This design comes from an exercise in tuning for small area and a short achievable clock period on the open sky130 flow, not from production work.

==> inputs of job 8719 <==
Design monitor_top, start of the top module:
module monitor_top (
    input  logic              clk,
    input  logic              reset,
    input  logic              scan_in,
    input  logic              scan_en,
    input  logic              scan_reset,   
    input  monitor_pkg::vec_t inputs,
    output logic              scan_out,
    output monitor_pkg::vec_t outputs,
    output logic              violation,
    output logic              event_setup,
    output logic              event_flush
);
==> flow/config.mk <==
export PLATFORM = sky130hd
export DESIGN_NAME = monitor_top
export DESIGN_NICKNAME = monitor_top
export VERILOG_FILES = /design/flow/design.v
export SDC_FILE = /design/flow/constraint.sdc
export NUM_CORES = 4
export LEC_CHECK = 0
export CAP_MARGIN = 20
export CORE_MARGIN = 2
export CORE_UTILIZATION = 65
export CTS_CLUSTER_DIAMETER = 80
export CTS_CLUSTER_SIZE = 30
export SETUP_SLACK_MARGIN = 3.7
export SLEW_MARGIN = 20
==> flow/constraint.sdc <==
create_clock -name core_clock -period 6.0 [get_ports {clk}]
set_input_delay 1.2000 -clock core_clock [delete_from_list [all_inputs] [get_ports {clk}]]
set_output_delay 1.2000 -clock core_clock [all_outputs]
set_load 0.01 [all_outputs]
standard.sh (not shown) runs the stock make flow with config.mk's settings and CLKGATE_MAP_FILE= SYNTH_SCRIPT=/design/flow/synth_recipe.tcl, a recipe that flattens the netlist after the stock synthesis.
==> flow/flow/run.sh <==
#!/bin/bash
# Own layout flow: the standard flow (standard.sh, unchanged synthesis)
# with plain buffers instead of delay cells on the ports.
set -euo pipefail
export BUFFER_PORTS_ARGS="-buffer_cell sky130_fd_sc_hd__buf_2"
bash standard.sh finish > flow_make.log 2>&1
==> job 9153: changes against job 8719 <==
--- a/flow/design.v
+++ b/flow/design.v
@@ -18,13 +18,13 @@
     parameter int mem_len = 32   
 ) (
     input  logic                      clk,
     input  logic                      scan_reset,       
     input  logic                      scan_en,          
     input  logic                      scan_in,
-    input  logic [mem_len-1:0]        pc_hot,           
+    input  monitor_pkg::pc_t          pc,
     output logic                      scan_out,
     output logic                      cleared,          
     output logic                      shifted,          
     output monitor_pkg::pc_t          cfg_prog_len,     
     output logic [16-1:0] cfg_tick_len,
     output logic [16-1:0] cfg_tick_len_sh,  
@@ -58,26 +58,28 @@
         if (scan_reset) begin
             top <= 1'b0;
         end else if (scan_en) begin
             top <= next_below_top;
         end
     end
-    always_ff @(posedge clk) begin
-        scan_out <= !scan_reset && (scan_en ? next_below_top : top);
-    end
+    assign scan_out        = top;
     assign cfg_prog_len    = lag[tick_lsb-1:0];
     assign cfg_tick_len    = lag[mask_lsb-1:tick_lsb];
     assign cfg_tick_len_sh = lag[mask_lsb-2:tick_lsb-1];
     assign cfg_check_mask  = lag[mem_lsb-1:mask_lsb];
     logic [8*mem_len+31:0] mem_ext;
+    logic [mem_len-1:0]    sel;    
     assign mem_ext = {32'h0, top, lag[chain_len-2:mem_lsb]};
     assign byte01  = mem_ext[15:0];
     always_comb begin
+        for (int i = 0; i < mem_len; i++) begin
+            sel[i] = (pc == i);
+        end
         byte23 = '0;
         for (int i = 0; i < mem_len; i++) begin
-            byte23 = byte23 | (mem_ext[8*i+16 +: 16] & {16{pc_hot[i]}});
+            byte23 = byte23 | (mem_ext[8*i+16 +: 16] & {16{sel[i]}});
         end
     end
 endmodule
 module tick_sequencer (
     input  logic                      clk,
     input  logic                      reset,
@@ -87,98 +89,88 @@
     input  logic                      shifted,          
     input  monitor_pkg::pc_t          cfg_prog_len,
     input  logic [16-1:0] cfg_tick_len,
     input  logic [16-1:0] cfg_tick_len_sh,
     input  logic [15:0]               byte01,
     input  logic [15:0]               byte23,
-    output logic [32-1:0]   pc_hot,           
+    output monitor_pkg::pc_t          pc,
     output monitor_pkg::insn_t        insn,
     output logic [7:0]                imm,
     output logic                      event_setup,      
     output logic                      event_flush,      
-    output logic                      setup,            
-    output logic                      flush,
     output logic                      prog_active
 );
     logic                      running;
-    logic [16-1:0] tick_pos;      
-    logic [16-1:0] tick_pos_inc;
+    logic [16-1:0] tick_cnt;
     logic                      hold;
     logic                      two_byte;
     logic                      cnt_max;       
+    logic [16-1:0] tick_len_m2;
     logic                      eq_len1, eq_len1_sh, eq_m2;
     logic                      last_keep;     
     logic                      last_clr;      
     logic                      lt_next;
     assign hold     = reset || scan_en;
     assign two_byte = insn.op == monitor_pkg::OP_TIMER && !insn.flag;
-    assign cnt_max  = tick_pos == '0;
-    assign tick_pos_inc = tick_pos + 1'b1;
-    assign eq_len1      = cfg_tick_len == 16'd1;
-    assign eq_len1_sh   = cfg_tick_len_sh == 16'd1;
-    assign eq_m2        = tick_pos_inc == cfg_tick_len;     
+    assign cnt_max  = &tick_cnt;
+    assign tick_len_m2 = cfg_tick_len - 2'd2;
+    assign eq_len1     = cfg_tick_len == 16'd1;
+    assign eq_len1_sh  = cfg_tick_len_sh == 16'd1;
+    assign eq_m2       = tick_cnt == tick_len_m2;           
     always_comb begin
         if (running) begin
-            last_keep = flush ? eq_len1 : eq_m2;
-            last_clr  = !flush && tick_pos == 16'hffff;
+            last_keep = event_flush ? eq_len1 : eq_m2;
+            last_clr  = !event_flush && tick_cnt == 16'hfffe;
         end else begin
             last_keep = shifted ? eq_len1_sh : eq_len1;
             last_clr  = 1'b0;
         end
     end
-    logic [5:0] pc_left;      
     always_comb begin
-        if (setup) begin
+        if (event_setup) begin
             lt_next = cfg_prog_len != '0;
         end else if (prog_active) begin
-            lt_next = two_byte ? pc_left > 6'd2 : pc_left > 6'd1;
+            lt_next = two_byte ? monitor_pkg::pc_t'(pc + 2'd2) < cfg_prog_len
+                               : monitor_pkg::pc_t'(pc + 1'b1) < cfg_prog_len;
         end else begin
             lt_next = 1'b0;
         end
     end
     always_ff @(posedge clk) begin
-        if (setup) begin
-            pc_hot  <= 32'(1);
-            pc_left <= (cfg_prog_len > 8'd32) ? 6'd32 : 6'(cfg_prog_len);
-        end else if (two_byte) begin
-            pc_hot  <= pc_hot << 2;
-            pc_left <= pc_left - 6'd2;
-        end else begin
-            pc_hot  <= pc_hot << 1;
-            pc_left <= pc_left - 6'd1;
-        end
-    end
-    always_ff @(posedge clk) begin
         if (hold) begin
             running     <= 1'b0;
-            tick_pos    <= 16'd1;
-            setup       <= 1'b0;
-            flush       <= 1'b0;
+            tick_cnt    <= '0;
+            pc          <= '0;
+            event_setup <= 1'b0;
+            event_flush <= 1'b0;
             prog_active <= 1'b0;
         end else begin
             running <= 1'b1;
             if (running) begin
-                tick_pos <= flush ? 16'd1 : tick_pos_inc;
+                tick_cnt <= event_flush ? '0 : tick_cnt + 1'b1;
+            end
+            if (event_setup) begin
+                pc <= '0;
+            end else if (prog_active) begin
+                pc <= pc + (two_byte ? monitor_pkg::pc_t'(2) : monitor_pkg::pc_t'(1));
             end
-            setup       <= !running || flush || cnt_max;
-            flush       <= (scan_reset || cleared) ? last_clr : last_keep;
-            prog_active <= !scan_reset && !cleared && running && !flush && !cnt_max
+            event_setup <= !running || event_flush || cnt_max;
+            event_flush <= (scan_reset || cleared) ? last_clr : last_keep;
+            prog_active <= !scan_reset && !cleared && running && !event_flush && !cnt_max
                            && lt_next;
         end
     end
     always_ff @(posedge clk) begin
-        event_setup <= !reset && !scan_en && (!running || flush || cnt_max);
-        event_flush <= !reset && !scan_en && ((scan_reset || cleared) ? last_clr : last_keep);
-    end
-    always_ff @(posedge clk) begin
-        if (setup) begin
+        if (event_setup) begin
             {imm, insn} <= byte01;
-        end else if (two_byte) begin
-            {imm, insn} <= byte23;
-        end else begin
-            {imm, insn} <= {byte23[7:0], imm};
+        end else if (prog_active) begin
+            if (two_byte) begin
+                {imm, insn} <= byte23;
+            end else begin
+                {imm, insn} <= {byte23[7:0], imm};
+            end
         end
     end
 endmodule
 module timer_bank (
     input  logic       clk,
     input  logic       reset,
@@ -266,39 +258,32 @@
     output monitor_pkg::vec_t         outputs,
     output logic                      violation
 );
     monitor_pkg::vec_t snapshot;   
     monitor_pkg::vec_t out_buf;    
     monitor_pkg::vec_t mismatch;
-    logic              fresh;      
     assign input_bit = snapshot[rd_addr];
     assign mismatch  = (out_buf ^ snapshot) & cfg_check_mask;
     always_ff @(posedge clk) begin
-        fresh <= reset || (fresh && !setup);
-    end
-    always_ff @(posedge clk) begin
-        if (setup) begin
-            snapshot <= inputs;
-        end
-    end
-    always_ff @(posedge clk) begin
         if (reset) begin
-            out_buf <= '0;
+            snapshot <= '0;
+            out_buf  <= '0;
         end else if (setup) begin
-            out_buf <= inputs;
+            snapshot <= inputs;
+            out_buf  <= inputs;
         end else if (edit_en && stack_top) begin
             out_buf[rd_addr] <= edit_val;
         end
     end
     always_ff @(posedge clk) begin
         if (reset) begin
             outputs   <= '0;
             violation <= 1'b0;
         end else if (flush) begin
             outputs   <= out_buf;
-            violation <= |mismatch && !cleared && !fresh;
+            violation <= |mismatch && !cleared;
         end
     end
 endmodule
 module monitor_top (
     input  logic              clk,
     input  logic              reset,
@@ -319,29 +304,27 @@
     logic                      cleared;
     logic                      shifted;
     logic [15:0]               byte01;
     logic [15:0]               byte23;
     monitor_pkg::insn_t        insn;
     logic [7:0]                imm;
-    logic [32-1:0]   pc_hot;
+    monitor_pkg::pc_t          pc;
     logic                      prog_active;
-    logic                      setup;
-    logic                      flush;
     logic                      edit_en;
     logic                      timer_reset_en;
     logic                      cmp_result;
     logic                      input_bit;
     logic                      stack_top;
     assign edit_en        = prog_active && insn.op == monitor_pkg::OP_EDIT;
     assign timer_reset_en = prog_active && insn.op == monitor_pkg::OP_TIMER && insn.flag;
     scan_config i_scan_config (
         .clk             (clk),
         .scan_reset      (scan_reset),
         .scan_en         (scan_en),
         .scan_in         (scan_in),
-        .pc_hot          (pc_hot),
+        .pc              (pc),
         .scan_out        (scan_out),
         .cleared         (cleared),
         .shifted         (shifted),
         .cfg_prog_len    (cfg_prog_len),
         .cfg_tick_len    (cfg_tick_len),
         .cfg_tick_len_sh (cfg_tick_len_sh),
@@ -358,46 +341,44 @@
         .shifted         (shifted),
         .cfg_prog_len    (cfg_prog_len),
         .cfg_tick_len    (cfg_tick_len),
         .cfg_tick_len_sh (cfg_tick_len_sh),
         .byte01          (byte01),
         .byte23          (byte23),
-        .pc_hot          (pc_hot),
+        .pc              (pc),
         .insn            (insn),
         .imm             (imm),
         .event_setup     (event_setup),
         .event_flush     (event_flush),
-        .setup           (setup),
-        .flush           (flush),
         .prog_active     (prog_active)
     );
     timer_bank i_timer_bank (
         .clk        (clk),
         .reset      (reset),
-        .tick       (flush),
+        .tick       (event_flush),
         .insn_arg   (insn.arg),
         .imm        (imm),
         .reset_en   (timer_reset_en),
         .stack_top  (stack_top),
         .cmp_result (cmp_result)
     );
     eval_stack i_eval_stack (
         .clk        (clk),
-        .clear      (setup),
+        .clear      (event_setup),
         .active     (prog_active),
         .insn       (insn),
         .input_bit  (input_bit),
         .cmp_result (cmp_result),
         .stack_top  (stack_top)
     );
     io_frame i_io_frame (
         .clk            (clk),
         .reset          (reset),
         .inputs         (inputs),
-        .setup          (setup),
-        .flush          (flush),
+        .setup          (event_setup),
+        .flush          (event_flush),
         .rd_addr        (insn.arg),
         .edit_en        (edit_en),
         .edit_val       (insn.flag),
         .stack_top      (stack_top),
         .cfg_check_mask (cfg_check_mask),
         .cleared        (cleared),
==> flow/run.sh (new file) <==
#!/bin/bash
# synth_recipe.tcl (not shown) runs the flow's synth.tcl, then flattens the netlist and writes it again
# the make line also repeats each setting of config.mk as NAME=value (left out here)
make -C /OpenROAD-flow-scripts/flow DESIGN_CONFIG=/design/flow/config.mk WORK_HOME=/design/flow/orfs CLKGATE_MAP_FILE= SYNTH_SCRIPT=/design/flow/synth_recipe.tcl finish
==> flow/config.mk (replaced) <==
export PLATFORM = sky130hd
export DESIGN_NAME = monitor_top
export DESIGN_NICKNAME = monitor_top
export VERILOG_FILES = /design/flow/design.v
export SDC_FILE = /design/flow/constraint.sdc
export NUM_CORES = 4
export LEC_CHECK = 0
export CAP_MARGIN = 20
export CORE_MARGIN = 2
export CORE_UTILIZATION = 40
export SETUP_SLACK_MARGIN = 3.5
export SLEW_MARGIN = 20
removed: flow/flow/run.sh
removed: flow/standard.sh
==> notes.md <==
- Between job 8719 and job 9153, the lower sequential share of layout area is in job 9153 (gap 8.4 points).
- In job 8719 the register-to-register slack is higher than in job 9153, by 0.39 ns.
- In job 9153 the via count is higher than in job 8719, by about 9%.
- Against job 8719, the critical path depth of job 9153 is higher by 2.
Function was not checked in any run of this note: the RTL went through the layout flow alone.

static timing again, ports no longer ideal:
The results above use ideal ports. As a check the final layouts listed here were re-extracted and re-timed, cells and wires unchanged. Step 1: set_driving_cell puts a clkbuf_16 on clk and a buf_2 on each other input, an assumption about the parent block. Step 2 moves the port delays by t, midway between the first and last clock arrival at a register: inputs arrive t later, outputs are due t later. That takes back most of the time a late clock gives input paths. Three values: ideal ports, drivers, drivers and shift; two values: the first two.
run | t, ns | setup WS [ns] | worst register clock-pin slew, ns
job 8719 | 0.662 | 3.631 / 3.631 / 3.404 | 0.12 / 0.12
job 9153 | 0.665 | 3.237 / 3.237 / 3.007 | 0.07 / 0.07
After both steps setup and hold are still met in every run listed. For job 9153, which loses most, drivers alone change the setup slack by 0.000 ns; drivers and shift together by -0.230 ns.
